What follows belongs to an exercise in optimizing a design on an open flow for small area, a short achievable clock period and few clock cycles; a production flow would make more cautious choices. RTL that was checked went through simulation tests only; none was proved equivalent to the original. Only the layout flow was run in runs 6 and 7; the RTL was not checked for function there. Power figures rest on the tool's default switching activity, not on a simulated workload.

==> design/flow/config.mk <==
export PLATFORM = sky130hd
export DESIGN_NAME = sssp_accel
export DESIGN_NICKNAME = sssp_accel
export VERILOG_FILES = /design/flow/design.v
export SDC_FILE = /design/flow/constraint.sdc
export NUM_CORES = 4
export LEC_CHECK = 0
export CAP_MARGIN = 20
export CELL_PAD_IN_SITES_DETAIL_PLACEMENT = 1
export CELL_PAD_IN_SITES_GLOBAL_PLACEMENT = 2
export CORE_MARGIN = 2
export CORE_UTILIZATION = 35
export SETUP_SLACK_MARGIN = 5.0
export SLEW_MARGIN = 20
==> design/flow/constraint.sdc <==
create_clock -name core_clock -period 8.0 [get_ports {clk}]
set_input_delay 1.6000 -clock core_clock [delete_from_list [all_inputs] [get_ports {clk}]]
set_output_delay 1.6000 -clock core_clock [all_outputs]
set_load 0.01 [all_outputs]
==> design/flow/design.v <==
package wb_pkg;
    typedef struct packed {
        logic                    cyc;
        logic                    stb;
        logic                    we;
        logic [32-1:0] adr;
        logic [32-1:0] dat;
    } wb_m2s_t;
    typedef struct packed {
        logic                    ack;
        logic [32-1:0] dat;
    } wb_s2m_t;
    typedef struct packed {
        logic                    valid;
        logic                    write;
        logic [32-1:0] addr;
        logic [32-1:0] data;
    } mem_req_t;
    typedef struct packed {
        logic                    done;
        logic [32-1:0] data;
    } mem_rsp_t;
endpackage
package sssp_pkg;
    typedef struct packed {
        logic [32-1:0]                next_addr;
        logic [32-1:0]                vertex_addr;
        logic [32-1:0]                vertex_count;
        logic [32-1:0]                edge_addr;
        logic [32-1:0]                edge_count;
        logic [32-1:0]                update_addr;
        logic [32-1:0]                status_addr;
        logic [32-16-1:0] rsvd;
        logic [16-1:0]               level;
    } desc_t;
    typedef struct packed {
        logic [7:0]               rsvd_hi;
        logic [8-1:0] src;
        logic [7:0]               rsvd_lo;
        logic [8-1:0] dst;
    } edge_t;
    typedef struct packed {
        logic [16-1:0]                              level;
        logic [32-16-8-1:0] rsvd;
        logic [8-1:0]                              dst;
    } update_t;
    typedef struct packed {
        logic done;
        logic busy;
    } csr_status_t;
    typedef enum logic [2:0] {
        ST_IDLE,
        ST_READ_DESC,
        ST_CONFIG,
        ST_READ_VERTEX,
        ST_PROCESS_EDGE,
        ST_WRITE_STATUS,
        ST_FINISH
    } seq_state_t;
endpackage
`timescale 1ns/1ns
module sssp_accel (
    input  logic        clk,
    input  logic        reset,
    input  logic        csr_cyc,
    input  logic        csr_stb,
    input  logic        csr_we,
    input  logic [31:0] csr_adr,
    input  logic [31:0] csr_dat_w,
    output logic        csr_ack,
    output logic [31:0] csr_dat_r,
    output logic        mem_cyc,
    output logic        mem_stb,
    output logic        mem_we,
    output logic [31:0] mem_adr,
    output logic [31:0] mem_dat_w,
    input  logic        mem_ack,
    input  logic [31:0] mem_dat_r
);
    localparam int IDLE = 0;
    localparam int SV   = 1;     
    localparam int SE   = 2;     
    localparam int SEC  = 3;     
    localparam int SU   = 4;     
    localparam int SL   = 5;     
    localparam int SED  = 6;     
    localparam int SVS  = 7;     
    localparam int SVD  = 8;     
    localparam int SW   = 9;     
    localparam int SUR  = 10;    
    localparam int SS   = 11;    
    localparam int SSW  = 12;    
    localparam int SN   = 13;    
    localparam int NST  = 14;
    logic        ack, busy, done, sel_ctrl, sel_total, kick;
    logic        access, accept;
    logic [NST-1:0] st, nst;
    logic        cyc, we, ack_q, fl, ez, trig;
    logic [31:0] adr, d, v, e, u, total;
    logic [15:0] ec, lp1;
    logic [7:0]  hi, lo;         
    logic [2:0]  doff;
    logic [3:0]  dlo;
    logic [28:0] dhi1;
    logic [31:0] dsum;
    logic [7:0]  vlo;
    logic        vc8;
    logic [23:0] vhi1;
    logic [31:0] vsum;
    logic        to_d, to_v, to_e, to_u;
    assign access = csr_cyc && csr_stb && !ack;
    assign accept = access && csr_we && (csr_adr == 32'd0) && !busy;
    assign csr_ack   = ack;
    assign csr_dat_r = {total[31:2] & {30{sel_total}},
                        sel_total ? total[1:0] : {sel_ctrl & done, sel_ctrl & busy}};
    always_ff @(posedge clk) begin
        if (reset) begin
            ack  <= 1'b0;
            kick <= 1'b0;
        end else begin
            ack  <= access;
            kick <= accept;
        end
        sel_ctrl  <= (csr_adr == 32'd0);
        sel_total <= (csr_adr == 32'd1);
    end
    assign mem_cyc   = cyc;
    assign mem_stb   = cyc;
    assign mem_we    = we;
    assign mem_adr   = adr;
    assign mem_dat_w = {lp1, hi, lo};
    function automatic logic carry8(input logic [7:0] a, input logic [7:0] b);
        logic [7:0] g, p;
        g = a & b;
        p = a | b;
        for (int s = 1; s < 8; s = s * 2) begin
            for (int i = 7; i >= s; i--) begin
                g[i] = g[i] | (p[i] & g[i-s]);
                p[i] = p[i] & p[i-s];
            end
        end
        carry8 = g[7];
    endfunction
    always_comb begin
        doff = 3'd0;
        if (st[IDLE] || st[SN]) doff = 3'd1;
        if (st[SV])             doff = 3'd3;
        if (st[SE])             doff = 3'd4;
        if (st[SEC])            doff = 3'd5;
        if (st[SU])             doff = 3'd7;
        if (st[SL] || st[SVS] || st[SVD] || st[SW]) doff = 3'd5;
        if (st[SUR])            doff = 3'd6;
    end
    assign dlo  = {1'b0, d[2:0]} + {1'b0, doff};
    assign dhi1 = d[31:3] + 29'd1;
    assign dsum = {dlo[3] ? dhi1 : d[31:3], dlo[2:0]};
    assign vlo  = v[7:0] + lo;
    assign vc8  = carry8(v[7:0], lo);
    assign vhi1 = v[31:8] + 24'd1;
    assign vsum = {vc8 ? vhi1 : v[31:8], vlo};
    function automatic logic plus1_eq(input logic [15:0] a, input logic [15:0] b);
        plus1_eq = a[0] ^ b[0];
        for (int i = 1; i < 16; i++) begin
            plus1_eq = plus1_eq & ((a[i] ^ b[i]) == (a[i-1] & ~b[i-1]));
        end
    endfunction
    assign trig = ack_q || kick;
    always_comb begin
        nst  = '0;
        to_d = 1'b0;
        to_v = 1'b0;
        to_e = 1'b0;
        to_u = 1'b0;
        if (st[IDLE])           begin nst[SV]  = 1'b1; to_d = 1'b1; end
        if (st[SV])             begin nst[SE]  = 1'b1; to_d = 1'b1; end
        if (st[SE])             begin nst[SEC] = 1'b1; to_d = 1'b1; end
        if (st[SEC])            begin nst[SU]  = 1'b1; to_d = 1'b1; end
        if (st[SU])             begin nst[SL]  = 1'b1; to_d = 1'b1; end
        if (st[SED])            begin nst[SVS] = 1'b1; to_v = 1'b1; end
        if (st[SVS] && fl)      begin nst[SVD] = 1'b1; to_v = 1'b1; end
        if (st[SVD] && fl)      begin nst[SW]  = 1'b1; to_u = 1'b1; end
        if ((st[SL] || (st[SVS] && !fl) || (st[SVD] && !fl) || st[SW])) begin
            if (ez) begin nst[SUR] = 1'b1; to_d = 1'b1; end
            else    begin nst[SED] = 1'b1; to_e = 1'b1; end
        end
        if (st[SUR])            begin nst[SS]  = 1'b1; to_d = 1'b1; end
        if (st[SS])             begin nst[SSW] = 1'b1; to_u = 1'b1; end
        if (st[SSW])            begin nst[SN]  = 1'b1; to_d = 1'b1; end
        if (st[SN]) begin
            if (d == 32'd0) nst[IDLE] = 1'b1;
            else begin nst[SV] = 1'b1; to_d = 1'b1; end
        end
    end
    always_ff @(posedge clk) begin
        if (reset) begin
            st    <= NST'(1);
            cyc   <= 1'b0;
            ack_q <= 1'b0;
            busy  <= 1'b0;
            done  <= 1'b0;
            total <= 32'd0;
        end else begin
            ack_q <= cyc && mem_ack;
            if (mem_ack) begin
                cyc <= 1'b0;
            end
            if (accept) begin
                busy <= 1'b1;
                done <= 1'b0;
            end
            if (kick) begin
                total <= 32'd0;
            end
            if (trig) begin
                st  <= nst;
                cyc <= !nst[IDLE];
                if (nst[IDLE]) begin
                    busy <= 1'b0;
                    done <= 1'b1;
                end
                if (st[SVD] && fl) begin
                    total <= total + 32'd1;
                end
            end
        end
    end
    always_ff @(posedge clk) begin
        if (trig) begin
            we <= nst[SW] || nst[SSW];
            if (to_d) adr <= dsum;
            if (to_v) adr <= vsum;
            if (to_e) adr <= e;
            if (to_u) adr <= u;
            if (to_e) begin
                e  <= e + 32'd1;
                ec <= ec - 16'd1;
                ez <= (ec == 16'd1);
            end
            if (st[SVD] && fl) begin
                u <= u + 32'd1;
            end
            if (st[SL]) begin
                lp1 <= lp1 + 16'd1;
            end
            if (st[SED]) begin
                lo <= hi;
                hi <= 8'd0;
            end
            if (st[SUR]) begin
                {hi, lo} <= u[15:0] - v[15:0];
                lp1      <= 16'd0;
            end
        end
        if (!busy) begin
            d <= csr_dat_w;
        end
        if (cyc) begin
            if (st[SV])  v   <= mem_dat_r;
            if (st[SE])  e   <= mem_dat_r;
            if (st[SEC]) begin
                ec <= mem_dat_r[15:0];
                ez <= (mem_dat_r[15:0] == 16'd0);
            end
            if (st[SU])  u   <= mem_dat_r;
            if (st[SL])  lp1 <= mem_dat_r[15:0];
            if (st[SED]) begin
                lo <= mem_dat_r[23:16];
                hi <= mem_dat_r[7:0];
            end
            if (st[SVS]) fl  <= plus1_eq(mem_dat_r[15:0], lp1);
            if (st[SVD]) fl  <= (mem_dat_r[15:0] == 16'hffff);
            if (st[SUR]) v   <= mem_dat_r;
            if (st[SS])  u   <= mem_dat_r;
            if (st[SN])  d   <= mem_dat_r;
        end
    end
endmodule
==> design/flow/run.sh <==
#!/bin/bash
# synth_recipe.tcl (not shown) runs the flow's synth.tcl, then flattens the netlist and writes it again
# the make line also repeats each setting of config.mk as NAME=value (left out here)
make -C /OpenROAD-flow-scripts/flow DESIGN_CONFIG=/design/flow/config.mk WORK_HOME=/design/flow/orfs CLKGATE_MAP_FILE= SYNTH_SCRIPT=/design/flow/synth_recipe.tcl finish
==> results of run 1 <==
-- path summary, 6_finish.rpt --
check / to / slack, ns / cells after the start
worst max-delay path: csr_dat_r[22] / 4.93 / 4
worst min-delay path: ack / 0.45 / 1
worst max register to register: adr[21] / 5.12 / 10
worst min register to register: ack / 0.45 / 1
-- power groups by stage --
stage	clock (W)	sequential [W]	combinational, W
final	0.00161	0.00145	0.000221
after global routing	0.00171	0.00145	0.000242
after CTS	0.00166	0.00145	0.000223
after detailed placement	0	0.00148	0.000223
after global placement	0	0.00148	0.000218
after floorplan	0	0.00146	0.000107
-- cell usage after synthesis, types with 8 or more instances --
master	n	share of area, %
sky130_fd_sc_hd__nor2_1	214	5.3
sky130_fd_sc_hd__dfxtp_1	199	26
sky130_fd_sc_hd__nand2_1	182	4.5
sky130_fd_sc_hd__a21oi_1	165	5.4
sky130_fd_sc_hd__o21ai_0	106	3.5
sky130_fd_sc_hd__xnor2_1	104	6.0
sky130_fd_sc_hd__nand3_1	79	2.6
sky130_fd_sc_hd__xor2_1	78	4.5
sky130_fd_sc_hd__inv_1	75	1.9
sky130_fd_sc_hd__clkbuf_1	73	1.8
sky130_fd_sc_hd__edfxtp_1	66	13
sky130_fd_sc_hd__ha_1	56	4.6
sky130_fd_sc_hd__nand4_1	45	1.9
sky130_fd_sc_hd__nor3_1	45	1.5
sky130_fd_sc_hd__and2_1	41	1.7
sky130_fd_sc_hd__and3_1	35	1.4
sky130_fd_sc_hd__mux2i_1	34	2.2
sky130_fd_sc_hd__nor4_1	31	1.3
sky130_fd_sc_hd__a21o_1	12	0.59
sky130_fd_sc_hd__nand2b_1	11	0.45
sky130_fd_sc_hd__o21a_1	10	0.49
sky130_fd_sc_hd__or3_1	10	0.41
sky130_fd_sc_hd__a31oi_1	9	0.37
sky130_fd_sc_hd__and4_1	9	0.52
sky130_fd_sc_hd__nor2b_1	9	0.37
sky130_fd_sc_hd__o211ai_1	9	0.44
sky130_fd_sc_hd__a211oi_1	8	0.39
sky130_fd_sc_hd__o22ai_1	8	0.33
-- sequential cells by signal (all words and copies together), names as in the netlist, 14 cells and up --
signal	flops
adr	32
d	32
e	32
total	32
u	32
v	32
ec	16
lp1	16
st	14
-- cell usage in the layout (no fill, tap or decap), drive strengths merged, types with 11 or more instances in the layout --
master	n
buf	66
nor2	216
and3	35
xor2	78
clkdlybuf4s50	87
nor3	47
nand3	79
a21oi	165
a21o	12
mux2i	34
inv	74
nand2b	11
o21ai	108
dlygate4sd2	72
nor4	36
xnor2	104
clkbuf	58
edfxtp	66
dfxtp	199
nand2	182
nand4	47
and2	41
ha	56
-- routing by layer --
layer | track usage [%] | vias up | wire length, microns
met2 | 44.6 | 311 | 28200
met3 | 3.71 | 73 | 2730
met4 | 7.96 | 2 | 1580
met5 | 0 | - | 13
met1 | 35.9 | 7033 | 28000
li1 | - | 6812 | -
-- logic make-up (layout without fill, tap and decap cells) --
| family | Yosys count | after routing | share of synthesized area [%] |
|---|---|---|---|
| AND/OR/NAND/NOR | 738 | 739 | 23.8 |
| AO/OA/AOI/OAI | 385 | 385 | 15.0 |
| flip-flops | 265 | 265 | 39.2 |
| XOR/XNOR | 182 | 182 | 10.5 |
| buffers and inverters | 161 | 373 | 4.09 |
| adder cells (fa/ha/maj) | 59 | 59 | 5.00 |
| multiplexers | 36 | 36 | 2.38 |
| other | 0 | 1 | 0 |
-- through the flow --
stage / setup WS, ns / hold slack [ns] / power [W]
5_1_grt: 4.88 / 0.476 / 0.00340
4_1_cts: 4.84 / 0.449 / 0.00333
3_3_place_gp: 4.31 / 0.439 / 0.00170
6_report: 4.93 / 0.447 / 0.00329
2_1_floorplan: 5.00 / 0.443 / 0.00157
3_5_place_dp: 4.20 / 0.445 / 0.00170
-- worst max-delay path, delay by kind of cell, from the launching register on --
kind          cells  cell delay [ns]
buf+inv           3             0.41
flops             1             0.36
simple gates      1             0.15
-- layout make-up --
type	instances	share of cell area, %
antenna	1	0.0131
clock buffer	52	5.57
clock inverter	10	0.557
inverter	75	1.49
multi-input combinational	1401	46.4
sequential	265	31.4
tap	585	3.83
timing repair buffer	236	10.8
-- what timing repair did --
item | in CTS | in global routing
pin swaps | 3 | 6
cloned | 1 | 1
setup buffers | 7 | 6
hold buffers | 0 | 0
resized for setup | 255 | 43
endpoints found under the hold margin | 0 | 0
setup endpoints to repair | 145 | 89
==> flow_summary.json, run 1 <==
{
  "nature_of_the_critical_path_startpoint": "flip-flop",
  "first_global_vias": 14400,
  "gp_congestion": 0.867,
  "clkSlewWorstSetupHoldPaths_ns": 0.06,
  "power.share.sequential_pct": 44.1,
  "vias_per_cell": 5.42,
  "worst_ep_required_time_ns": 6.40,
  "fin_area_sq_mm": 0.0191,
  "endpoint_kind": "output port",
  "netSwitchingFraction_pct": 24.1,
  "clock_skew_ns": 0.0153,
  "clk_latency_ns": 0.55,
  "grt_start_max_net_pins": 65,
  "fillers": 5090,
  "clkPwrFrac_pct": 49.1,
  "synth_edf_count": 66,
  "post_synth_arst_share_pct": 0,
  "grt_overflow": 0,
  "max_slew_margin_pct": 48.3,
  "ys.flop_type": "sky130_fd_sc_hd__dfxtp_1",
  "num_vias": 14200,
  "ctsRootBufferMaster": "sky130_fd_sc_hd__clkbuf_16",
  "detail-route-antenna-nets": 0,
  "gr-usage-all-layers_pct": 26.7,
  "path_class": "flip-flop to output port",
  "cts_tree": "done",
  "synth_cell_type_count": 72,
  "syn_area_per_cell_sq_um": 8.33,
  "top_level_ports": 202,
  "grt_setup_unrepaired": "yes",
  "tightestPinTransition_ns": 0.770,
  "dieWidth_microns": 212,
  "synth.yosys.seq_area_share_pct": 39.2,
  "power.density_cell_area_mw_per_mm2": 172,
  "cp_slowest_cell": "sky130_fd_sc_hd__dfxtp_4",
  "drt_pre_antenna_iters": 8,
  "worstHoldStart": "ack",
  "max_cap_violations": 0,
  "area_used_by_multi_input_combinational_logic_sq_mm": 0.00886,
  "p_int_w": 0.00249,
  "utilization_pct": 44.5,
  "layout.cells.non_filler": 2625,
  "synth_area_sq_mm": 0.0152,
  "power.static_leakage_nw": 7.19,
  "die_h_microns": 212,
  "dp.cells": 2547,
  "cts_sinks": 265,
  "place.detailed.hpwl_microns": 44300,
  "postPlaceCellArea_sq_mm": 0.0178,
  "timing.final.crit_share_pct": 38.3,
  "core.rowCount": 76,
  "setup_total_negative_slack_ns": 0,
  "crit_start": "sel_total",
  "first_iter_violations": 726,
  "tritoncts.num_buffers": 34,
  "report.final.setup_viol": 0,
  "slew_violations": 0,
  "max_clock_freq_mhz": 326,
  "htreeDepth": 2,
  "critical_path.max_fanout": 14,
  "worst_ep_arrival_time_ns": 1.47,
  "grt_antenna_before_repair": 2,
  "post-route-min-period_ns": 3.07,
  "synth.yosys.warnings": 1,
  "vdd_ir_drop_max_v": 0.000118,
  "area.sequential_sq_mm": 0.00600,
  "area_of_the_core_region_sq_mm": 0.0430,
  "postSynthCellCount": 1826,
  "critical-path-max-stage-delay_ns": 0.36,
  "critical_path.cell_chain": "buf_12 -> buf_4 -> and2_1 -> buf_2",
  "wire_per_inst_microns": 23.0,
  "final_nets": 2174,
  "port-buffer-count": 201,
  "p_comb_share_pct": 6.7,
  "die_area_sq_mm": 0.0452,
  "cts_buffer_depth": 3,
  "hold_viol_final": 0,
  "wire_length_of_the_first_global_routing_pass_microns": 90600,
  "syn_nets": 1987,
  "outcome": "complete, no violations",
  "initial_core_util_pct": 35.4,
  "drt_drc_violations_left": 0,
  "ys_ff_latch": 265,
  "postRouteWirelength_microns": 60500,
  "power.switching_w": 0.000793,
  "worst_hold_path_type": "flip-flop to flip-flop",
  "syn_to_final_growth_pct": 25.6,
  "layout-drive-gt1-share_pct": 9.96,
  "worst_r2r_startpoint": "st[9]"
}
Testbench counts, summed over its fixed seeds: cycles 95,590.
==> run 2: changes to the inputs <==
==> design/flow/flow/run.sh (new file) <==
#!/bin/bash
# The standard layout (standard.sh, which also runs the standard synthesis),
# made with two changes to how the layout is built:
#  - the port buffers that global placement inserts are sky130_fd_sc_hd__buf_1
#    (the default pick is a delay buffer, larger and slower);
#  - clock tree synthesis inserts no dummy loads.
# make's full output goes to standard.log here; ORFS keeps each step's log
# under orfs/logs/.
set -euo pipefail
export SETUP_SLACK_MARGIN=5.4
export BUFFER_PORTS_ARGS="-buffer_cell sky130_fd_sc_hd__buf_1"
export CTS_ARGS="-sink_clustering_enable -repair_clock_nets -dont_use_dummy_load"
bash standard.sh > standard.log 2>&1
==> design/flow/standard.sh (new file) <==
#!/bin/bash
# synth_recipe.tcl (not shown) runs the flow's synth.tcl, then flattens the netlist and writes it again
# the make line also repeats each setting of config.mk as NAME=value (left out here)
make -C /OpenROAD-flow-scripts/flow DESIGN_CONFIG=/design/flow/config.mk WORK_HOME=/design/flow/orfs CLKGATE_MAP_FILE= SYNTH_SCRIPT=/design/flow/synth_recipe.tcl "${@:-finish}"
--- a/design/flow/config.mk
+++ b/design/flow/config.mk
@@ -11,4 +11,3 @@
 export CORE_MARGIN = 2
 export CORE_UTILIZATION = 35
-export SETUP_SLACK_MARGIN = 5.0
 export SLEW_MARGIN = 20
removed: design/flow/run.sh
==> run 2 against run 1 <==
Compared with the run above:
- area after synthesis unchanged
- non-clock buffer count up 64
- flip-flop and latch count unchanged
- total power down 8.3%
- worst hold slack better by 0.033 ns
- critical endpoint is now csr_dat_r[1]
- largest cell class unchanged
- largest power group is now sequential cells
==> flow_summary.json, run 2 <==
{
  "cts_buffer_depth": 3,
  "yosysMostFrequentCell": "sky130_fd_sc_hd__nor2_1",
  "post-route-min-period_ns": 2.95,
  "port-buffer-count": 201,
  "grt_setup_unrepaired": "yes",
  "final_nets": 2238,
  "synth.yosys.warnings": 1,
  "critical_path.max_fanout": 17,
  "outcome": "complete, no violations",
  "fillers": 5087,
  "worst_hold_path_type": "flip-flop to flip-flop",
  "synth_edf_count": 66,
  "route.top_layer_used": "met5",
  "syn_area_per_cell_sq_um": 8.33,
  "critical_path.cell_chain": "buf_12 -> o21ai_2 -> buf_2",
  "area_of_the_core_region_sq_mm": 0.0430,
  "postSynthCellCount": 1826,
  "preCtsSetupSlack_ns": 4.25,
  "power.static_leakage_nw": 7.36,
  "setup_total_negative_slack_ns": 0,
  "netlist.area_leader.share_pct": 26.2,
  "place.detailed.hpwl_microns": 44100,
  "report.final.setup_viol": 0,
  "clock_skew_ns": 0.0302,
  "synth_top_cells_by_count": "sky130_fd_sc_hd__nor2_1 (214), sky130_fd_sc_hd__dfxtp_1 (199), sky130_fd_sc_hd__nand2_1 (182), sky130_fd_sc_hd__a21oi_1 (165), sky130_fd_sc_hd__o21ai_0 (106)",
  "clk_latency_ns": 0.54,
  "tritoncts.num_buffers": 35,
  "max_cap_violations": 0,
  "path_class": "flip-flop to output port",
  "gp_congestion": 0.860,
  "cts_sinks": 265,
  "met2_length_microns": 28600,
  "die_area_sq_mm": 0.0452,
  "commonest_non_fill_non_tap_cell_in_the_layout": "sky130_fd_sc_hd__nor2_1",
  "hold_viol_final": 0,
  "endpoint_kind": "output port",
  "slew_violations": 0,
  "ys.flop_type": "sky130_fd_sc_hd__dfxtp_1",
  "netSwitchingFraction_pct": 25.0,
  "cp_slowest_cell": "sky130_fd_sc_hd__dfxtp_4",
  "max_clock_freq_mhz": 339,
  "cts_hold_buffers": 0,
  "htreeDepth": 2,
  "p_comb_share_pct": 7.5,
  "ys_ff_latch": 265,
  "nature_of_the_critical_path_startpoint": "flip-flop",
  "layout-drive-gt1-share_pct": 22.1,
  "post_synth_main_area_contributors": "sky130_fd_sc_hd__dfxtp_1 (26%), sky130_fd_sc_hd__edfxtp_1 (13%), sky130_fd_sc_hd__xnor2_1 (6.0%), sky130_fd_sc_hd__a21oi_1 (5.4%), sky130_fd_sc_hd__nor2_1 (5.3%)",
  "worst_ep_required_time_ns": 6.40,
  "first_iter_violations": 753,
  "ctsRootBufferMaster": "sky130_fd_sc_hd__clkbuf_16",
  "post_synth_arst_share_pct": 0,
  "post-synth-top-area-cell": "sky130_fd_sc_hd__dfxtp_1",
  "worst_ep_arrival_time_ns": 1.35,
  "dieWidth_microns": 212,
  "clkPwrFrac_pct": 44.5,
  "grt_start_max_net_pins": 65,
  "synth.yosys.seq_area_share_pct": 39.2,
  "power.share.sequential_pct": 48.0,
  "grt_overflow": 0,
  "layout.cells.most_common_list": "sky130_fd_sc_hd__nor2_1 (200), sky130_fd_sc_hd__nand2_1 (179), sky130_fd_sc_hd__a21oi_1 (153)",
  "die_h_microns": 212,
  "initial_core_util_pct": 35.4,
  "power.density_cell_area_mw_per_mm2": 154,
  "synth_cell_type_count": 72,
  "drt_drc_violations_left": 0,
  "utilization_pct": 45.5,
  "num_vias": 14400,
  "timing.final.crit_share_pct": 36.9,
  "area.sequential_sq_mm": 0.00609,
  "p_int_w": 0.00226,
  "synth_area_sq_mm": 0.0152,
  "final_critical_path_setup_slack_ns": 5.05,
  "fin_area_sq_mm": 0.0196,
  "max_slew_margin_pct": 45.7,
  "grt_antenna_before_repair": 1,
  "vias_per_cell": 5.41,
  "postRouteWirelength_microns": 61300,
  "gr-usage-all-layers_pct": 27.0,
  "vdd_ir_drop_max_v": 0.000136,
  "drt_pre_antenna_iters": 4,
  "critical-path-max-stage-delay_ns": 0.37,
  "syn_nets": 1987,
  "top_level_ports": 202,
  "first_global_vias": 14800,
  "syn_to_final_growth_pct": 28.6,
  "wire_length_of_the_first_global_routing_pass_microns": 91100,
  "postPlaceCellArea_sq_mm": 0.0168,
  "n_antenna_cell": 0,
  "power.switching_w": 0.000755,
  "clkSlewWorstSetupHoldPaths_ns": 0.05,
  "route.layer.met1.wl_microns": 28200,
  "wire_per_inst_microns": 23.1,
  "detail-route-antenna-nets": 0,
  "met3RoutedLength_microns": 2430,
  "core.rowCount": 76,
  "cts_tree": "done",
  "final.hold.worst_slack_ns": 0.480,
  "tightestPinTransition_ns": 0.811,
  "area_used_by_multi_input_combinational_logic_sq_mm": 0.00961
}
==> run 2: final timing paths <==
path	start	endpoint	slack [ns]	cells after the start
worst max-delay path	sel_total	csr_dat_r[1]	5.05	3
worst min-delay path	st[12]	st[12]	0.48	2
worst max register to register	v[0]	adr[30]	5.15	12
worst min register to register	st[12]	st[12]	0.48	2
==> run 2: logic make-up (layout without fill, tap and decap cells) <==
group,Yosys count,count (layout),synth area share [%]
xor+xnor,182,182,10.5
mux,36,36,2.38
buf+inv,161,410,4.09
compound gates,385,385,15.0
fa+ha+maj,59,59,5.00
flops,265,265,39.2
simple gates,738,738,23.8
==> run 2: stage by stage <==
stage	std cells	total power, W
after global routing	2660	0.00312
after floorplan	1826	0.00157
final	2660	0.00301
after detailed placement	2548	0.00167
after CTS	2648	0.00304
after global placement	2548	0.00167
==> run 2: area by class of cell <==
type,count,share of cell area [%]
clock buffer,35,4.47
inverter,75,1.44
multi-input combinational,1400,49.1
sequential,265,31.1
tap,585,3.74
timing repair buffer,300,10.2
==> run 2: timing repair <==
action,in CTS,in global routing
pin swaps,55,55
endpoints found under the setup margin,210,187
resized for setup,304,120
setup buffers,65,12
==> run 2: worst max-delay path, delay by kind of cell, from the launching register on <==
family	cells	cell delay, ns
buf+inv	2	0.30
flops	1	0.37
compound gates	1	0.14
==> run 2: power groups by stage <==
stage	logic (W)	registers, W	clock network, W
global route	0.000244	0.00145	0.00143
CTS	0.000219	0.00145	0.00138
finish	0.000225	0.00145	0.00134
global placement	0.000190	0.00148	0
detailed placement	0.000194	0.00148	0
floorplan	0.000109	0.00146	0
==> run 2: per-layer routing <==
metal	GRT usage, %	up-vias
met5	0	-
met2	45.1	294
met4	9.50	2
li1	-	6911
met1	35.5	7101
met3	3.60	80
==> run 3: changes to the inputs <==
--- a/design/flow/flow/run.sh
+++ b/design/flow/flow/run.sh
@@ -8,5 +8,4 @@
 # under orfs/logs/.
 set -euo pipefail
-export SETUP_SLACK_MARGIN=5.4
 export BUFFER_PORTS_ARGS="-buffer_cell sky130_fd_sc_hd__buf_1"
 export CTS_ARGS="-sink_clustering_enable -repair_clock_nets -dont_use_dummy_load"
--- a/design/flow/config.mk
+++ b/design/flow/config.mk
@@ -11,3 +11,4 @@
 export CORE_MARGIN = 2
 export CORE_UTILIZATION = 35
+export SETUP_SLACK_MARGIN = 5.0
 export SLEW_MARGIN = 20
==> run 3 against run 2 <==
Compared with the run above:
- still clean
- combinational power down 15%
- setup slack better by 0.0018 ns
- register-to-register slack worse by 0.07 ns
- die area did not move
- utilization fell by 4.2 points
- non-clock buffer count shrank 68
- maximum frequency hardly changed
- worst hold slack worse by 0.025 ns
- sequential share of layout area increased by 2.6 points
- area after synthesis did not move
- critical path depth unchanged
- synthesized cell count unchanged
- critical path type unchanged
- largest power group unchanged
- highest routed layer is now met4
==> flow_summary.json, run 3 <==
{
  "first_global_vias": 14400,
  "layout-drive-gt1-share_pct": 7.37,
  "wire_length_of_the_first_global_routing_pass_microns": 89600,
  "gp_congestion": 0.835,
  "first_iter_violations": 774,
  "post-route-min-period_ns": 2.95,
  "area_of_the_core_region_sq_mm": 0.0430,
  "slew_violations": 0,
  "utilization_pct": 41.3,
  "grt.busiest_layer": "met2",
  "synth.yosys.seq_area_share_pct": 39.2,
  "ys.flop_type": "sky130_fd_sc_hd__dfxtp_1",
  "final_nets": 2170,
  "fillers": 5197,
  "power.switching_w": 0.000746,
  "post_synth_arst_share_pct": 0,
  "report.final.setup_viol": 0,
  "drt_drc_violations_left": 0,
  "cts_tree": "done",
  "postSynthCellCount": 1826,
  "p_int_w": 0.00225,
  "power.share.sequential_pct": 48.5,
  "gr-usage-all-layers_pct": 26.6,
  "grt_overflow": 0,
  "netlist.area_leader.share_pct": 26.2,
  "syn_area_per_cell_sq_um": 8.33,
  "layout.cells.non_filler": 2592,
  "cts_sinks": 265,
  "clock_skew_ns": 0.0239,
  "die_h_microns": 212,
  "port-buffer-count": 201,
  "post-synth-top-area-cell": "sky130_fd_sc_hd__dfxtp_1",
  "tritoncts.num_buffers": 35,
  "critPathBufInv": 2,
  "p_comb_share_pct": 6.4,
  "wire_per_inst_microns": 23.1,
  "synth_area_sq_mm": 0.0152,
  "fin_total_pwr_w": 0.00299,
  "postRouteWirelength_microns": 59800,
  "place.detailed.hpwl_microns": 44100,
  "clkSlewWorstSetupHoldPaths_ns": 0.05,
  "vdd_ir_drop_max_v": 0.000157,
  "grt_setup_unrepaired": "yes",
  "synth_top_cells_by_count": "sky130_fd_sc_hd__nor2_1 (214), sky130_fd_sc_hd__dfxtp_1 (199), sky130_fd_sc_hd__nand2_1 (182), sky130_fd_sc_hd__a21oi_1 (165), sky130_fd_sc_hd__o21ai_0 (106)",
  "core.rowCount": 76,
  "grt_use_met3_pct": 3.41,
  "cts_buffer_depth": 3,
  "clk_latency_ns": 0.55,
  "yosysMostFrequentCell": "sky130_fd_sc_hd__nor2_1",
  "clkPwrFrac_pct": 45.1,
  "drt_pre_antenna_iters": 4,
  "outcome": "complete, no violations",
  "max_cap_violations": 0,
  "worst_ep_required_time_ns": 6.40,
  "endpoint_kind": "output port",
  "hold_viol_final": 0,
  "worst_ep_arrival_time_ns": 1.35,
  "power.density_cell_area_mw_per_mm2": 169,
  "ys_ff_latch": 265,
  "netSwitchingFraction_pct": 24.9,
  "commonest_non_fill_non_tap_cell_in_the_layout": "sky130_fd_sc_hd__nor2_1",
  "nature_of_the_critical_path_startpoint": "flip-flop",
  "dieWidth_microns": 212,
  "met2_track_utilization_from_global_routing_pct": 43.2,
  "max_clock_freq_mhz": 339,
  "path_class": "flip-flop to output port",
  "n_antenna_cell": 0,
  "vias_per_cell": 5.45,
  "post_synth_main_area_contributors": "sky130_fd_sc_hd__dfxtp_1 (26%), sky130_fd_sc_hd__edfxtp_1 (13%), sky130_fd_sc_hd__xnor2_1 (6.0%), sky130_fd_sc_hd__a21oi_1 (5.4%), sky130_fd_sc_hd__nor2_1 (5.3%)",
  "synth_edf_count": 66,
  "grt_util_met1_pct": 35.5,
  "detail-route-antenna-nets": 0,
  "max_slew_margin_pct": 41.9,
  "syn_nets": 1987,
  "critical_path.cell_chain": "buf_8 -> o21ai_1 -> buf_2",
  "num_vias": 14100,
  "timing.final.crit_share_pct": 36.8,
  "power.static_leakage_nw": 6.45,
  "top_level_ports": 202,
  "grt_start_max_net_pins": 44,
  "layout.cells.most_common_list": "sky130_fd_sc_hd__nor2_1 (210), sky130_fd_sc_hd__dfxtp_1 (189), sky130_fd_sc_hd__nand2_1 (181)",
  "cp_slowest_cell": "sky130_fd_sc_hd__dfxtp_4",
  "cp_top_family": "flip-flops",
  "tightestPinTransition_ns": 0.868,
  "ctsRootBufferMaster": "sky130_fd_sc_hd__clkbuf_16",
  "initial_core_util_pct": 35.4,
  "syn_to_final_growth_pct": 16.7,
  "die_area_sq_mm": 0.0452,
  "synth.yosys.warnings": 1,
  "worst_hold_path_type": "flip-flop to flip-flop",
  "htreeDepth": 2,
  "synth_cell_type_count": 72,
  "dp.cells": 2549,
  "cts_hold_buffers": 0,
  "critical_path.max_fanout": 17,
  "grt_antenna_before_repair": 0,
  "setup_total_negative_slack_ns": 0,
  "critical-path-max-stage-delay_ns": 0.36
}
run 3: cell counts after synthesis:
Identical to the previous run, type by type.
run 3: logic make-up (layout without fill, tap and decap cells):
kind of cell | Yosys count | in the layout | synth area share, %
adder cells (fa/ha/maj) | 59 | 59 | 5.00
multiplexers | 36 | 36 | 2.38
XOR/XNOR | 182 | 182 | 10.5
AND/OR/NAND/NOR | 738 | 738 | 23.8
buffers and inverters | 161 | 342 | 4.09
flip-flops | 265 | 265 | 39.2
AO/OA/AOI/OAI | 385 | 385 | 15.0
run 3: stage by stage:
| stage | hold slack, ns | instance area, sq um | worst slack [ns] |
|---|---|---|---|
| finish | 0.455 | 17700 | 5.05 |
| floorplan | 0.443 | 15200 | 5.00 |
| global route | 0.481 | 17700 | 5.00 |
| global placement | 0.436 | 16600 | 4.53 |
| CTS | 0.459 | 17600 | 4.94 |
| detailed placement | 0.452 | 16600 | 4.51 |
run 3: power groups by stage:
stage	Sequential [W]	Clock [W]	Combinational [W]
6_report	0.00145	0.00135	0.000192
5_1_grt	0.00146	0.00144	0.000211
4_1_cts	0.00145	0.00139	0.000193
3_5_place_dp	0.00148	0	0.000189
3_3_place_gp	0.00148	0	0.000185
2_1_floorplan	0.00146	0	0.000107
run 3: path summary, 6_finish.rpt:
check / slack (ns) / startpoint / end / cells after the start
worst max register to register: 5.08 / v[1] / hi[3] / 9
worst min-delay path: 0.45 / ack / ack / 1
worst max-delay path: 5.05 / sel_total / csr_dat_r[0] / 3
worst min register to register: 0.45 / ack / ack / 1
run 3: layer usage:
metal | part of all wire [%] | routed length, microns | vias up
li1 | - | - | 6783
met1 | 46 | 27400 | 6907
met2 | 45 | 27200 | 346
met3 | 4.6 | 2720 | 86
met4 | 4.1 | 2480 | 0
met5 | 0 | 0 | -
run 3: cell type report:
class	count	area, sq um	area share, %
Multi-Input combinational cell	1400	8830	49.7
Timing Repair Buffer	232	1040	5.88
Inverter	75	282	1.59
Tap cell	585	732	4.12
Clock buffer	35	876	4.93
Sequential cell	265	5990	33.7
run 3: timing repair:
| action | in CTS | in global routing |
|---|---|---|
| gates resized for setup | 33 | 37 |
| hold endpoints to repair | 0 | 0 |
| pin swaps | 3 | 5 |
| buffers inserted | 5 | 3 |
| setup endpoints to repair | 92 | 43 |
==> run 4: changes to the inputs <==
--- a/design/flow/flow/run.sh
+++ b/design/flow/flow/run.sh
@@ -9,4 +9,4 @@
 set -euo pipefail
 export BUFFER_PORTS_ARGS="-buffer_cell sky130_fd_sc_hd__buf_1"
-export CTS_ARGS="-sink_clustering_enable -repair_clock_nets -dont_use_dummy_load"
+export CTS_ARGS="-sink_clustering_enable -repair_clock_nets -dont_use_dummy_load -sink_clustering_size 30 -sink_clustering_max_diameter 100"
 bash standard.sh > standard.log 2>&1
--- a/design/flow/config.mk
+++ b/design/flow/config.mk
@@ -10,5 +10,5 @@
 export CELL_PAD_IN_SITES_GLOBAL_PLACEMENT = 2
 export CORE_MARGIN = 2
-export CORE_UTILIZATION = 35
+export CORE_UTILIZATION = 55
 export SETUP_SLACK_MARGIN = 5.0
 export SLEW_MARGIN = 20
==> run 4 against run 3 <==
Compared with the run above:
- the run now fails in global placement without I/O (3_1_place_gp_skip_io)
- synthesized cell count unchanged
- area after synthesis unchanged
==> flow_summary.json, run 4 <==
{
  "haltStage": "global placement without I/O (3_1_place_gp_skip_io)",
  "postSynthCellCount": 1826,
  "yosysMostFrequentCell": "sky130_fd_sc_hd__nor2_1",
  "synth_top_cells_by_count": "sky130_fd_sc_hd__nor2_1 (214), sky130_fd_sc_hd__dfxtp_1 (199), sky130_fd_sc_hd__nand2_1 (182), sky130_fd_sc_hd__a21oi_1 (165), sky130_fd_sc_hd__o21ai_0 (106)",
  "post_synth_fa_ha_maj_area_fraction_pct": 5.00,
  "synth.yosys.seq_area_share_pct": 39.2,
  "syn_nets": 1987,
  "post_synth_main_area_contributors": "sky130_fd_sc_hd__dfxtp_1 (26%), sky130_fd_sc_hd__edfxtp_1 (13%), sky130_fd_sc_hd__xnor2_1 (6.0%), sky130_fd_sc_hd__a21oi_1 (5.4%), sky130_fd_sc_hd__nor2_1 (5.3%)",
  "synth_compound_area_share_pct": 15.0,
  "largest_family_of_logic_cells_by_synthesized_area": "simple AND/OR/NAND/NOR gates",
  "synth_cell_type_count": 72,
  "ys.flop_type": "sky130_fd_sc_hd__dfxtp_1",
  "share_of_synthesized_area_spent_on_multiplexers_pct": 2.38,
  "syn_area_per_cell_sq_um": 8.33,
  "post_synth_arst_share_pct": 0,
  "post-synth-top-area-cell": "sky130_fd_sc_hd__dfxtp_1",
  "dieWidth_microns": 170,
  "synth_area_in_simple_gates_pct": 23.8,
  "synth_area_sq_mm": 0.0152,
  "synth.yosys.warnings": 1,
  "netlist.area_leader.share_pct": 26.2,
  "first_error_message": "[ERROR GPL-0301] Utilization 102.701 % exceeds 100%.",
  "initial_core_util_pct": 56.3,
  "outcome": "did not finish",
  "ys_ff_latch": 265,
  "synth_edf_count": 66,
  "core.rowCount": 60,
  "die_h_microns": 170,
  "post_synth_xor_area_fraction_pct": 10.5
}
[run 4: cells by family after synthesis]
logic type               after synthesis
AO/OA/AOI/OAI                        385
XOR/XNOR                             182
adder cells (fa/ha/maj)               59
buffers and inverters                161
flip-flops                           265
multiplexers                          36
AND/OR/NAND/NOR                      738
==> run 5: changes to the inputs <==
--- a/design/flow/config.mk
+++ b/design/flow/config.mk
@@ -7,8 +7,8 @@
 export LEC_CHECK = 0
 export CAP_MARGIN = 20
-export CELL_PAD_IN_SITES_DETAIL_PLACEMENT = 1
-export CELL_PAD_IN_SITES_GLOBAL_PLACEMENT = 2
+export CELL_PAD_IN_SITES_DETAIL_PLACEMENT = 0
+export CELL_PAD_IN_SITES_GLOBAL_PLACEMENT = 1
 export CORE_MARGIN = 2
-export CORE_UTILIZATION = 55
+export CORE_UTILIZATION = 45
 export SETUP_SLACK_MARGIN = 5.0
 export SLEW_MARGIN = 20
==> run 5 against run 4 <==
Compared with the run above:
- the run now finishes clean
- synthesized cell count is the same
- area after synthesis unchanged
==> flow_summary.json, run 5 <==
{
  "outcome": "complete, no violations",
  "first_global_vias": 13000,
  "power.static_leakage_nw": 6.15,
  "max_slew_margin_pct": 49.7,
  "netSwitchingFraction_pct": 25.2,
  "top_level_ports": 202,
  "tritoncts.num_buffers": 14,
  "power.switching_w": 0.000605,
  "clkSlewWorstSetupHoldPaths_ns": 0.12,
  "layout.cells.most_common_list": "sky130_fd_sc_hd__nor2_1 (210), sky130_fd_sc_hd__buf_1 (196), sky130_fd_sc_hd__dfxtp_1 (189)",
  "post-synth-top-area-cell": "sky130_fd_sc_hd__dfxtp_1",
  "endpoint_kind": "output port",
  "syn_area_per_cell_sq_um": 8.33,
  "grt_overflow": 0,
  "initial_core_util_pct": 45.5,
  "path_class": "flip-flop to output port",
  "place.detailed.hpwl_microns": 37200,
  "synth_cell_type_count": 72,
  "drt_drc_violations_left": 0,
  "p_comb_share_pct": 7.6,
  "netlist.area_leader.share_pct": 26.2,
  "num_vias": 13900,
  "final_nets": 2155,
  "detail-route-antenna-nets": 0,
  "synth_area_sq_mm": 0.0152,
  "fin_total_pwr_w": 0.00240,
  "clock_skew_ns": 0.0466,
  "timing.final.crit_share_pct": 37.0,
  "worst_ep_arrival_time_ns": 1.36,
  "clkPwrFrac_pct": 32.1,
  "vdd_ir_drop_max_v": 0.000111,
  "crit_start": "total[0]",
  "dieWidth_microns": 188,
  "power.density_cell_area_mw_per_mm2": 141,
  "synth_edf_count": 66,
  "drt_pre_antenna_iters": 6,
  "ys.flop_type": "sky130_fd_sc_hd__dfxtp_1",
  "post-route-min-period_ns": 2.96,
  "worst_hold_path_type": "flip-flop to flip-flop",
  "hold_viol_final": 0,
  "n_antenna_cell": 0,
  "grt_setup_unrepaired": "yes",
  "cts_sinks": 265,
  "max_clock_freq_mhz": 338,
  "worst_r2r_startpoint": "fl",
  "syn_nets": 1987,
  "grt_antenna_before_repair": 0,
  "die_area_sq_mm": 0.0353,
  "layout.cells.non_filler": 2440,
  "p_int_w": 0.00179,
  "cts_tree": "done",
  "wire_per_inst_microns": 21.0,
  "worst_ep_required_time_ns": 6.40,
  "critical_path.max_fanout": 6,
  "grt_start_max_net_pins": 65,
  "gp_congestion": 0.920,
  "dp.cells": 2413,
  "synth.yosys.seq_area_share_pct": 39.2,
  "wire_length_of_the_first_global_routing_pass_microns": 77600,
  "post_synth_arst_share_pct": 0,
  "fin_area_sq_mm": 0.0171,
  "max_cap_violations": 0,
  "htreeDepth": 1,
  "synth_top_cells_by_count": "sky130_fd_sc_hd__nor2_1 (214), sky130_fd_sc_hd__dfxtp_1 (199), sky130_fd_sc_hd__nand2_1 (182), sky130_fd_sc_hd__a21oi_1 (165), sky130_fd_sc_hd__o21ai_0 (106)",
  "gr-usage-all-layers_pct": 28.1,
  "tightestPinTransition_ns": 0.754,
  "cts_hold_buffers": 0,
  "area_of_the_core_region_sq_mm": 0.0334,
  "syn_to_final_growth_pct": 12.2,
  "layout-drive-gt1-share_pct": 5.92,
  "first_iter_violations": 887,
  "vias_per_cell": 5.69,
  "ctsRootBufferMaster": "sky130_fd_sc_hd__clkbuf_16",
  "power.share.sequential_pct": 60.3,
  "clk_latency_ns": 0.53,
  "setup_total_negative_slack_ns": 0,
  "postSynthCellCount": 1826,
  "commonest_non_fill_non_tap_cell_in_the_layout": "sky130_fd_sc_hd__nor2_1",
  "yosysMostFrequentCell": "sky130_fd_sc_hd__nor2_1",
  "worstHoldStart": "ack",
  "core.rowCount": 67,
  "die_h_microns": 188,
  "post_synth_main_area_contributors": "sky130_fd_sc_hd__dfxtp_1 (26%), sky130_fd_sc_hd__edfxtp_1 (13%), sky130_fd_sc_hd__xnor2_1 (6.0%), sky130_fd_sc_hd__a21oi_1 (5.4%), sky130_fd_sc_hd__nor2_1 (5.3%)",
  "nature_of_the_critical_path_startpoint": "flip-flop",
  "synth.yosys.warnings": 1,
  "postRouteWirelength_microns": 51100,
  "postPlaceCellArea_sq_mm": 0.0164,
  "port-buffer-count": 201,
  "report.final.setup_viol": 0,
  "slew_violations": 0,
  "cts_buffer_depth": 3,
  "ys_ff_latch": 265
}
-- run 5: cell counts after synthesis --
Identical to the previous run, type by type.
-- run 5: cell type report --
cell class                 instances  area (sq um)
fill                            3366         16400
sequential                       265          5990
tap                              448           561
clock buffer                      14           350
inverter                          75           285
timing repair buffer             238          1060
multi-input combinational       1400          8830
-- run 5: cells by family after synthesis --
logic type                 after synthesis  share of synthesized area (%)
and+or+nand+nor                        738                           23.8
DFF                                    265                           39.2
AOI/OAI and AO/OA                      385                           15.0
adders and majority gates               59                           5.00
muxes                                   36                           2.38
buffers and inverters                  161                           4.09
xor gates and xnor gates               182                           10.5
-- run 5: layer usage --
metal,part of all wire (%),global-route usage [%]
met2,46,46.9
met4,2.0,6.27
met3,6.0,3.05
met1,46,39.3
met5,0,0
-- run 5: power groups by stage --
stage	Sequential [W]	Clock (W)	Combinational, W
after CTS	0.00145	0.000793	0.000181
after global placement	0.00148	0	0.000176
after floorplan	0.00146	0	0.000107
after global routing	0.00145	0.000837	0.000200
final	0.00145	0.000771	0.000182
after detailed placement	0.00148	0	0.000178
-- run 5: timing repair --
action | in CTS | in global routing
endpoints found under the hold margin | 0 | 0
pin swaps | 1 | 7
endpoints found under the setup margin | 71 | 81
gates resized for setup | 20 | 29
setup buffers | 1 | 12
-- run 5: final timing paths --
kind / endpoint / slack, ns / cells after the start
min reg2reg: ack / 0.45 / 1
max: csr_dat_r[0] / 5.04 / 3
min: ack / 0.45 / 1
max reg2reg: adr[31] / 5.12 / 6
-- run 5: critical path, stage by stage (launching register included) --
cell	delay, ns
sky130_fd_sc_hd__dfxtp_1	0.47
sky130_fd_sc_hd__nand2_1	0.07
sky130_fd_sc_hd__o21ai_0	0.11
sky130_fd_sc_hd__buf_1	0.18
-- run 5: stage by stage --
step	setup slack, ns	hold slack [ns]	utilization [%]
floorplan	5.00	0.443	-
global placement	4.62	0.431	49.1
detailed placement	4.53	0.435	49.1
CTS	5.00	0.446	50.5
global route	4.96	0.497	51.0
finish	5.04	0.451	51.0
==> run 6: changes to the inputs <==
--- a/design/flow/design.v
+++ b/design/flow/design.v
@@ -94,4 +94,5 @@
     localparam int NST  = 14;
     logic        ack, busy, done, sel_ctrl, sel_total, kick;
+    logic [31:2] rdata;
     logic        access, accept;
     logic [NST-1:0] st, nst;
@@ -112,6 +113,5 @@
     assign accept = access && csr_we && (csr_adr == 32'd0) && !busy;
     assign csr_ack   = ack;
-    assign csr_dat_r = {total[31:2] & {30{sel_total}},
-                        sel_total ? total[1:0] : {sel_ctrl & done, sel_ctrl & busy}};
+    assign csr_dat_r = {rdata, sel_total ? total[1:0] : {sel_ctrl & done, sel_ctrl & busy}};
     always_ff @(posedge clk) begin
         if (reset) begin
@@ -124,4 +124,5 @@
         sel_ctrl  <= (csr_adr == 32'd0);
         sel_total <= (csr_adr == 32'd1);
+        rdata     <= (csr_adr == 32'd1) ? total[31:2] : 30'd0;
     end
     assign mem_cyc   = cyc;
--- a/design/flow/flow/run.sh
+++ b/design/flow/flow/run.sh
@@ -9,4 +9,4 @@
 set -euo pipefail
 export BUFFER_PORTS_ARGS="-buffer_cell sky130_fd_sc_hd__buf_1"
-export CTS_ARGS="-sink_clustering_enable -repair_clock_nets -dont_use_dummy_load -sink_clustering_size 30 -sink_clustering_max_diameter 100"
+export CTS_ARGS="-sink_clustering_enable -repair_clock_nets -dont_use_dummy_load"
 bash standard.sh > standard.log 2>&1
--- a/design/flow/config.mk
+++ b/design/flow/config.mk
@@ -7,8 +7,8 @@
 export LEC_CHECK = 0
 export CAP_MARGIN = 20
-export CELL_PAD_IN_SITES_DETAIL_PLACEMENT = 0
-export CELL_PAD_IN_SITES_GLOBAL_PLACEMENT = 1
+export CELL_PAD_IN_SITES_DETAIL_PLACEMENT = 1
+export CELL_PAD_IN_SITES_GLOBAL_PLACEMENT = 2
 export CORE_MARGIN = 2
-export CORE_UTILIZATION = 45
+export CORE_UTILIZATION = 35
 export SETUP_SLACK_MARGIN = 5.0
 export SLEW_MARGIN = 20
==> run 6 against run 5 <==
Compared with the run above:
- still clean on timing, DRC and antenna
- count of clock-buffer cells in the layout up 25
- non-clock buffer count up 6
- global-route usage down 0.89 points
- worst hold slack worse by 0.0030 ns
- maximum frequency up 0.76%
- highest routed layer unchanged
- largest cell class unchanged
- cell count up 10%
- sequential power up 17%
- first-iteration DRC count up 21%
- combinational power up 97%
==> flow_summary.json, run 6 <==
{
  "critical-path-max-stage-delay_ns": 0.39,
  "worst_r2r_startpoint": "v[14]",
  "drt_pre_antenna_iters": 5,
  "power.static_leakage_nw": 6.84,
  "cts_buffer_depth": 3,
  "utilization_pct": 41.4,
  "worst_ep_arrival_time_ns": 1.34,
  "grt_overflow": 0,
  "crit_start": "cyc",
  "num_vias": 15100,
  "cts_sinks": 295,
  "die_h_microns": 218,
  "core.rowCount": 78,
  "synth_top_cells_by_count": "sky130_fd_sc_hd__dfxtp_1 (229), sky130_fd_sc_hd__nand2_1 (213), sky130_fd_sc_hd__nor2_1 (192), sky130_fd_sc_hd__a21oi_1 (133), sky130_fd_sc_hd__o21ai_0 (124)",
  "port-buffer-count": 201,
  "nature_of_the_critical_path_startpoint": "flip-flop",
  "tightestPinTransition_ns": 1.02,
  "setup_total_negative_slack_ns": 0,
  "ys.flop_type": "sky130_fd_sc_hd__dfxtp_1",
  "wire_length_of_the_first_global_routing_pass_microns": 97100,
  "cts_tree": "done",
  "cts_hold_buffers": 0,
  "synth_cell_type_count": 77,
  "netlist.area_leader.share_pct": 28.6,
  "ctsRootBufferMaster": "sky130_fd_sc_hd__clkbuf_16",
  "max_cap_violations": 0,
  "tritoncts.num_buffers": 39,
  "clock_skew_ns": 0.0252,
  "wire_per_inst_microns": 24.2,
  "worst_hold_path_type": "flip-flop to flip-flop",
  "first_iter_violations": 1071,
  "clkSlewWorstSetupHoldPaths_ns": 0.06,
  "critical_path.max_fanout": 16,
  "post-synth-top-area-cell": "sky130_fd_sc_hd__dfxtp_1",
  "commonest_non_fill_non_tap_cell_in_the_layout": "sky130_fd_sc_hd__dfxtp_1",
  "postRouteWirelength_microns": 65200,
  "drt_drc_violations_left": 0,
  "clk_latency_ns": 0.55,
  "report.final.setup_viol": 0,
  "dp.cells": 2642,
  "vdd_ir_drop_max_v": 0.000124,
  "path_class": "flip-flop to output port",
  "grt_antenna_before_repair": 0,
  "slew_violations": 0,
  "postSynthCellCount": 1911,
  "slack_of_the_worst_reg_to_reg_path_ns": 5.08,
  "layout.cells.non_filler": 2694,
  "yosysMostFrequentCell": "sky130_fd_sc_hd__dfxtp_1",
  "layout.cells.most_common_list": "sky130_fd_sc_hd__dfxtp_1 (219), sky130_fd_sc_hd__nand2_1 (212), sky130_fd_sc_hd__buf_1 (195)",
  "endpoint_kind": "output port",
  "power.density_cell_area_mw_per_mm2": 189,
  "post-route-min-period_ns": 2.94,
  "reg2reg_depth": 6,
  "htreeDepth": 2,
  "layout-drive-gt1-share_pct": 6.93,
  "dieWidth_microns": 218,
  "grt_setup_unrepaired": "yes",
  "max_clock_freq_mhz": 340,
  "cp_slowest_cell": "sky130_fd_sc_hd__dfxtp_2",
  "gp_congestion": 0.842,
  "synth.yosys.seq_area_share_pct": 40.9,
  "max_slew_margin_pct": 31.4,
  "post_synth_main_area_contributors": "sky130_fd_sc_hd__dfxtp_1 (29%), sky130_fd_sc_hd__edfxtp_1 (12%), sky130_fd_sc_hd__nand2_1 (5.0%), sky130_fd_sc_hd__xnor2_1 (4.9%), sky130_fd_sc_hd__nor2_1 (4.5%)",
  "final_nets": 2256,
  "syn_area_per_cell_sq_um": 8.40,
  "synth.yosys.warnings": 1,
  "detail-route-antenna-nets": 0,
  "gr-usage-all-layers_pct": 27.2,
  "worst_ep_required_time_ns": 6.40,
  "first_global_vias": 15300,
  "critical_register_to_register_path_endpoint": "adr[31]",
  "outcome": "complete, no violations",
  "timing.hold.worst_path_depth": 1,
  "initial_core_util_pct": 35.4,
  "die_area_sq_mm": 0.0476,
  "hold_viol_final": 0,
  "syn_nets": 2072,
  "vias_per_cell": 5.62,
  "top_level_ports": 202,
  "area_of_the_core_region_sq_mm": 0.0453,
  "place.detailed.hpwl_microns": 47400,
  "post_synth_arst_share_pct": 0,
  "critical_path.cell_chain": "buf_8 -> buf_1",
  "ys_ff_latch": 295,
  "worstSetupEndpoint": "mem_cyc",
  "synth_area_sq_mm": 0.0161,
  "grt_start_max_net_pins": 65,
  "synth_edf_count": 66,
  "timing.final.crit_share_pct": 36.7,
  "syn_to_final_growth_pct": 16.8
}
-- run 6: cell types whose count changed in the layout (fill, tap and decap cells not counted), sizes merged, moves of 9 or more --
cell	previous run	this run
a21oi	165	134
a31oi	9	18
and2	41	19
and3	35	68
clkbuf	18	44
dfxtp	199	229
nand2	182	214
nand4	47	57
nor2	215	193
o21ai	108	127
xnor2	104	89
-- run 6: per-stage QoR --
stage	total power [W]	hold slack [ns]	cell area [sq um]	worst slack [ns]
final	0.00354	0.448	18700	5.06
after global routing	0.00368	0.465	18700	4.95
after CTS	0.00358	0.451	18600	4.93
after detailed placement	0.00207	0.443	17400	4.19
after global placement	0.00206	0.432	17400	4.28
after floorplan	0.00191	0.436	16100	5.03
-- run 6: power breakdown --
part	total, W	leakage, nW	switching [W]	internal (W)
Combinational	0.000359	3.86	0.000207	0.000152
Clock	0.00149	0.481	0.000640	0.000852
Sequential	0.00169	2.50	0.0000983	0.00159
-- run 6: layout make-up --
class | instances | area, sq um
Timing Repair Buffer | 244 | 1140
Antenna cell | 1 | 2.50
Inverter | 68 | 255
Clock buffer | 39 | 976
Sequential cell | 295 | 6580
Tap cell | 600 | 751
Fill cell | 5444 | 26500
Multi-Input combinational cell | 1447 | 9030
-- run 6: timing repair --
item | CTS | global route
endpoints found under the setup margin | 65 | 69
gates cloned | 1 | 0
buffers inserted | 5 | 6
pin swaps | 3 | 7
gates resized for setup | 28 | 32
-- run 6: worst min path at each step --
stage,startpoint,endpoint,slack (ns)
floorplan,st[0],st[0],0.44
global placement,ack,ack,0.43
detailed placement,ack,ack,0.44
CTS,ack,ack,0.45
global route,ack,ack,0.46
finish,ack,ack,0.45
-- run 6: cells by family after synthesis --
family | Yosys count | synth area share, %
AOI/OAI and AO/OA | 400 | 15.1
xor gates and xnor gates | 161 | 8.78
adders and majority gates | 59 | 4.74
buffers and inverters | 169 | 4.06
DFF | 295 | 40.9
muxes | 40 | 2.50
and+or+nand+nor | 787 | 23.9
-- run 6: routing by layer --
| layer | global-route usage [%] | up-vias | wire length, microns | part of all wire (%) |
|---|---|---|---|---|
| met3 | 4.43 | 111 | 3290 | 5.0 |
| met1 | 38.2 | 7496 | 31100 | 48 |
| met4 | 9.66 | 0 | 2300 | 3.5 |
| met2 | 42.3 | 383 | 28600 | 44 |
| met5 | 0 | - | 0 | 0 |
| li1 | - | 7147 | - | - |
-- run 6: worst max-delay path, delay by kind of cell (launching register included) --
| kind | cells | cell delay (ns) |
|---|---|---|
| flops | 1 | 0.39 |
| buf+inv | 2 | 0.38 |
==> run 7: changes to the inputs <==
--- a/design/flow/design.v
+++ b/design/flow/design.v
@@ -101,10 +101,10 @@
     logic [15:0] ec, lp1;
     logic [7:0]  hi, lo;         
+    logic [7:0]  vlo;            
+    logic        vc8;            
     logic [2:0]  doff;
     logic [3:0]  dlo;
     logic [28:0] dhi1;
     logic [31:0] dsum;
-    logic [7:0]  vlo;
-    logic        vc8;
     logic [23:0] vhi1;
     logic [31:0] vsum;
@@ -131,16 +131,4 @@
     assign mem_adr   = adr;
     assign mem_dat_w = {lp1, hi, lo};
-    function automatic logic carry8(input logic [7:0] a, input logic [7:0] b);
-        logic [7:0] g, p;
-        g = a & b;
-        p = a | b;
-        for (int s = 1; s < 8; s = s * 2) begin
-            for (int i = 7; i >= s; i--) begin
-                g[i] = g[i] | (p[i] & g[i-s]);
-                p[i] = p[i] & p[i-s];
-            end
-        end
-        carry8 = g[7];
-    endfunction
     always_comb begin
         doff = 3'd0;
@@ -156,6 +144,4 @@
     assign dhi1 = d[31:3] + 29'd1;
     assign dsum = {dlo[3] ? dhi1 : d[31:3], dlo[2:0]};
-    assign vlo  = v[7:0] + lo;
-    assign vc8  = carry8(v[7:0], lo);
     assign vhi1 = v[31:8] + 24'd1;
     assign vsum = {vc8 ? vhi1 : v[31:8], vlo};
@@ -245,6 +231,5 @@
             end
             if (st[SED]) begin
-                lo <= hi;
-                hi <= 8'd0;
+                {vc8, vlo} <= {1'b0, v[7:0]} + {1'b0, lo};
             end
             if (st[SUR]) begin
@@ -266,6 +251,7 @@
             if (st[SL])  lp1 <= mem_dat_r[15:0];
             if (st[SED]) begin
-                lo <= mem_dat_r[23:16];
-                hi <= mem_dat_r[7:0];
+                {vc8, vlo} <= {1'b0, v[7:0]} + {1'b0, mem_dat_r[23:16]};
+                lo <= mem_dat_r[7:0];
+                hi <= 8'd0;
             end
             if (st[SVS]) fl  <= plus1_eq(mem_dat_r[15:0], lp1);
==> run 7 against run 6 <==
Compared with the run above:
- area after synthesis rose by 2.3%
- first-iteration DRC count shrank 23%
- sequential share of layout area up 0.54 points
- combinational power shrank 53%
- highest routed layer unchanged
- die area increased by 2.2%
- setup slack worse by 0.11 ns
- flip-flop and latch count rose by 9
==> flow_summary.json, run 7 <==
{
  "outcome": "complete, no violations",
  "max_clock_freq_mhz": 328,
  "first_iter_violations": 821,
  "postSynthCellCount": 1938,
  "commonest_non_fill_non_tap_cell_in_the_layout": "sky130_fd_sc_hd__nand2_1",
  "top_level_ports": 202,
  "detail-route-antenna-nets": 0,
  "die_area_sq_mm": 0.0487,
  "syn_area_per_cell_sq_um": 8.47,
  "post-synth-top-area-cell": "sky130_fd_sc_hd__dfxtp_1",
  "critical_path.max_fanout": 7,
  "worst_ep_required_time_ns": 8.30,
  "synth.yosys.seq_area_share_pct": 41.1,
  "wire_length_of_the_first_global_routing_pass_microns": 96400,
  "die_h_microns": 221,
  "place.detailed.hpwl_microns": 47500,
  "cts_sinks": 304,
  "final_critical_path_setup_slack_ns": 4.95,
  "vias_per_cell": 5.55,
  "dp.cells": 2665,
  "dieWidth_microns": 221,
  "synth_area_sq_mm": 0.0164,
  "final_nets": 2269,
  "hold_viol_final": 0,
  "gr-usage-all-layers_pct": 26.5,
  "netlist.area_leader.share_pct": 29.0,
  "drt_drc_violations_left": 0,
  "layout.cells.most_common_list": "sky130_fd_sc_hd__nand2_1 (247), sky130_fd_sc_hd__dfxtp_1 (233), sky130_fd_sc_hd__buf_1 (189)",
  "cp_slowest_cell": "sky130_fd_sc_hd__or4b_2",
  "postRouteWirelength_microns": 64200,
  "setup_total_negative_slack_ns": 0,
  "drt_pre_antenna_iters": 7,
  "tritoncts.num_buffers": 38,
  "htreeDepth": 2,
  "cp_top_family": "simple AND/OR/NAND/NOR gates",
  "layout-drive-gt1-share_pct": 6.08,
  "initial_core_util_pct": 35.3,
  "max_cap_violations": 0,
  "fillers": 5516,
  "num_vias": 15000,
  "cts_buffer_depth": 3,
  "timing.final.crit_share_pct": 38.1,
  "tightestPinTransition_ns": 1.05,
  "cts_tree": "done",
  "area_of_the_core_region_sq_mm": 0.0465,
  "grt.busiest_layer": "met2",
  "grt_use_met3_pct": 3.67,
  "slew_violations": 0,
  "ys_ff_latch": 304,
  "synth.yosys.warnings": 1,
  "critPathBufInv": 0,
  "max_slew_margin_pct": 29.8,
  "grt_setup_unrepaired": "yes",
  "wire_per_inst_microns": 23.7,
  "critical-path-max-stage-delay_ns": 0.71,
  "ctsRootBufferMaster": "sky130_fd_sc_hd__clkbuf_16",
  "post_synth_main_area_contributors": "sky130_fd_sc_hd__dfxtp_1 (29%), sky130_fd_sc_hd__edfxtp_1 (12%), sky130_fd_sc_hd__nand2_1 (5.7%), sky130_fd_sc_hd__o21ai_0 (5.2%), sky130_fd_sc_hd__xnor2_1 (5.1%)",
  "synth_top_cells_by_count": "sky130_fd_sc_hd__nand2_1 (248), sky130_fd_sc_hd__dfxtp_1 (238), sky130_fd_sc_hd__o21ai_0 (169), sky130_fd_sc_hd__a21oi_1 (140), sky130_fd_sc_hd__nor2_1 (130)",
  "layout.cells.non_filler": 2711,
  "utilization_pct": 40.8,
  "synth_edf_count": 66,
  "syn_nets": 2101,
  "met2_track_utilization_from_global_routing_pct": 44.8,
  "clock_skew_ns": 0.0384,
  "grt_util_met1_pct": 35.1,
  "power.density_cell_area_mw_per_mm2": 173,
  "n_antenna_cell": 0,
  "grt_antenna_before_repair": 0,
  "path_class": "flip-flop to flip-flop",
  "gp_congestion": 0.837,
  "preCtsSetupSlack_ns": 4.17,
  "post-route-min-period_ns": 3.05,
  "yosysMostFrequentCell": "sky130_fd_sc_hd__nand2_1",
  "vdd_ir_drop_max_v": 0.000134,
  "syn_to_final_growth_pct": 15.4,
  "port-buffer-count": 201,
  "synth_cell_type_count": 69,
  "grt_overflow": 0,
  "clk_latency_ns": 0.57,
  "clkSlewWorstSetupHoldPaths_ns": 0.06,
  "ys.flop_type": "sky130_fd_sc_hd__dfxtp_1",
  "worst_ep_arrival_time_ns": 3.35,
  "critical_path.cell_chain": "nor4_4 -> nand2_1 -> ha_1 -> o211ai_1 -> or4b_2 -> xnor2_1 -> a21oi_1 -> a221o_1",
  "nature_of_the_critical_path_startpoint": "flip-flop",
  "report.final.setup_viol": 0,
  "first_global_vias": 15000,
  "worst_hold_path_type": "flip-flop to flip-flop",
  "grt_start_max_net_pins": 51,
  "endpoint_kind": "flip-flop",
  "power.static_leakage_nw": 6.77,
  "post_synth_arst_share_pct": 0,
  "core.rowCount": 79
}
==> run 7: cell types whose count changed in the layout (fill, tap and decap cells not counted), moves of 9 or more <==
| cell | before | now |
|---|---|---|
| sky130_fd_sc_hd__nor2_1 | 189 | 127 |
| sky130_fd_sc_hd__o21ai_0 | 120 | 166 |
| sky130_fd_sc_hd__nand2_1 | 212 | 247 |
| sky130_fd_sc_hd__nand3_1 | 84 | 67 |
| sky130_fd_sc_hd__dfxtp_1 | 219 | 233 |
| sky130_fd_sc_hd__inv_1 | 66 | 55 |
| sky130_fd_sc_hd__nor4_1 | 31 | 40 |
==> run 7: worst reg2reg max path: stages (launching register included) <==
cell,delay [ns]
sky130_fd_sc_hd__dfxtp_1,0.39
sky130_fd_sc_hd__nor4_4,0.39
sky130_fd_sc_hd__nand2_1,0.14
sky130_fd_sc_hd__ha_1,0.38
sky130_fd_sc_hd__o211ai_1,0.24
sky130_fd_sc_hd__or4b_2,0.71
sky130_fd_sc_hd__xnor2_1,0.19
sky130_fd_sc_hd__a21oi_1,0.10
sky130_fd_sc_hd__a221o_1,0.27
==> run 7: path summary, 6_finish.rpt <==
kind           from  endpoint  slack [ns]  cells past startpoint
max          st[10]   adr[16]        4.95                      8
min             ack       ack        0.44                      1
max reg2reg  st[10]   adr[16]        4.95                      8
min reg2reg     ack       ack        0.44                      1
==> run 7: cell type report <==
class                      instances  area, sq um  share of cell area (%)
clock buffer                      38          951                    5.02
inverter                          57          214                    1.13
multi-input combinational       1469         9200                    48.6
sequential                       304         6760                    35.7
tap                              607          759                    4.01
timing repair buffer             236         1060                    5.58
==> run 7: power breakdown <==
| group | internal, W | leakage (nW) | switching, W |
|---|---|---|---|
| Clock | 0.000832 | 0.468 | 0.000647 |
| Sequential | 0.00159 | 2.54 | 0.0000367 |
| Combinational | 0.0000678 | 3.76 | 0.000102 |
==> run 7: kinds of logic (layout without fill, tap and decap cells) <==
logic type      after synthesis  in the layout  synth area share, %
simple gates                772            772                 23.6
compound gates              424            425                 14.9
flops                       304            304                 41.1
xor+xnor                    169            169                 9.02
buf+inv                     166            331                 3.94
fa+ha+maj                    61             61                 4.83
mux                          42             42                 2.58
==> run 7: per-stage QoR <==
stage / area (sq um) / hold slack, ns / total power, W
floorplan: 16400 / 0.445 / 0.00173
global placement: 17800 / 0.431 / 0.00182
detailed placement: 17800 / 0.440 / 0.00182
CTS: 18900 / 0.447 / 0.00332
global route: 18900 / 0.468 / 0.00340
finish: 18900 / 0.441 / 0.00327
==> run 7: layer usage <==
metal | wire length (microns) | share of wire [%] | vias to the layer above
met3 | 2760 | 4.3 | 82
met2 | 30500 | 47 | 343
li1 | - | - | 7237
met5 | 0 | 0 | -
met4 | 1850 | 2.9 | 0
met1 | 29100 | 45 | 7378
==> run 7: timing repair <==
item / CTS / global route
pin swaps: 3 / 3
endpoints found under the setup margin: 49 / 30
gates resized for setup: 30 / 10
hold buffers: 0 / 0
buffers inserted: 5 / 2
gates cloned: 1 / 0

[what the ideal ports hide]
Ports are ideal in the flow. The routed layouts listed here were re-timed in OpenROAD.
Step 1 sets driving cells, clkbuf_16 on the clock port and buf_2 on the other inputs (assumed; they add their load-dependent delay and slew).
Step 2 moves the port delays by t, midway between the first and last clock arrival at a register: inputs arrive t later, outputs are due t later. That takes back most of the time a late clock gives input paths.
Three values: ideal ports, drivers, drivers and shift; two values: the first two.
run | shift t [ns] | setup WS [ns] | worst setup path after step 2
run 1 | 0.601 | 4.934 / 4.875 / 4.520 | input to register
run 2 | 0.587 | 5.051 / 4.994 / 4.899 | input to register
run 3 | 0.598 | 5.053 / 4.993 / 4.581 | input to register
run 5 | 0.561 | 5.041 / 4.982 / 4.656 | input to register
run 6 | 0.601 | 5.063 / 5.003 / 4.556 | input to register
run 7 | 0.611 | 4.951 / 4.951 / 4.532 | input to register
After both steps every run listed still meets setup and hold. For run 6, which loses most, drivers alone change the setup slack by -0.060 ns; drivers and shift together by -0.507 ns.
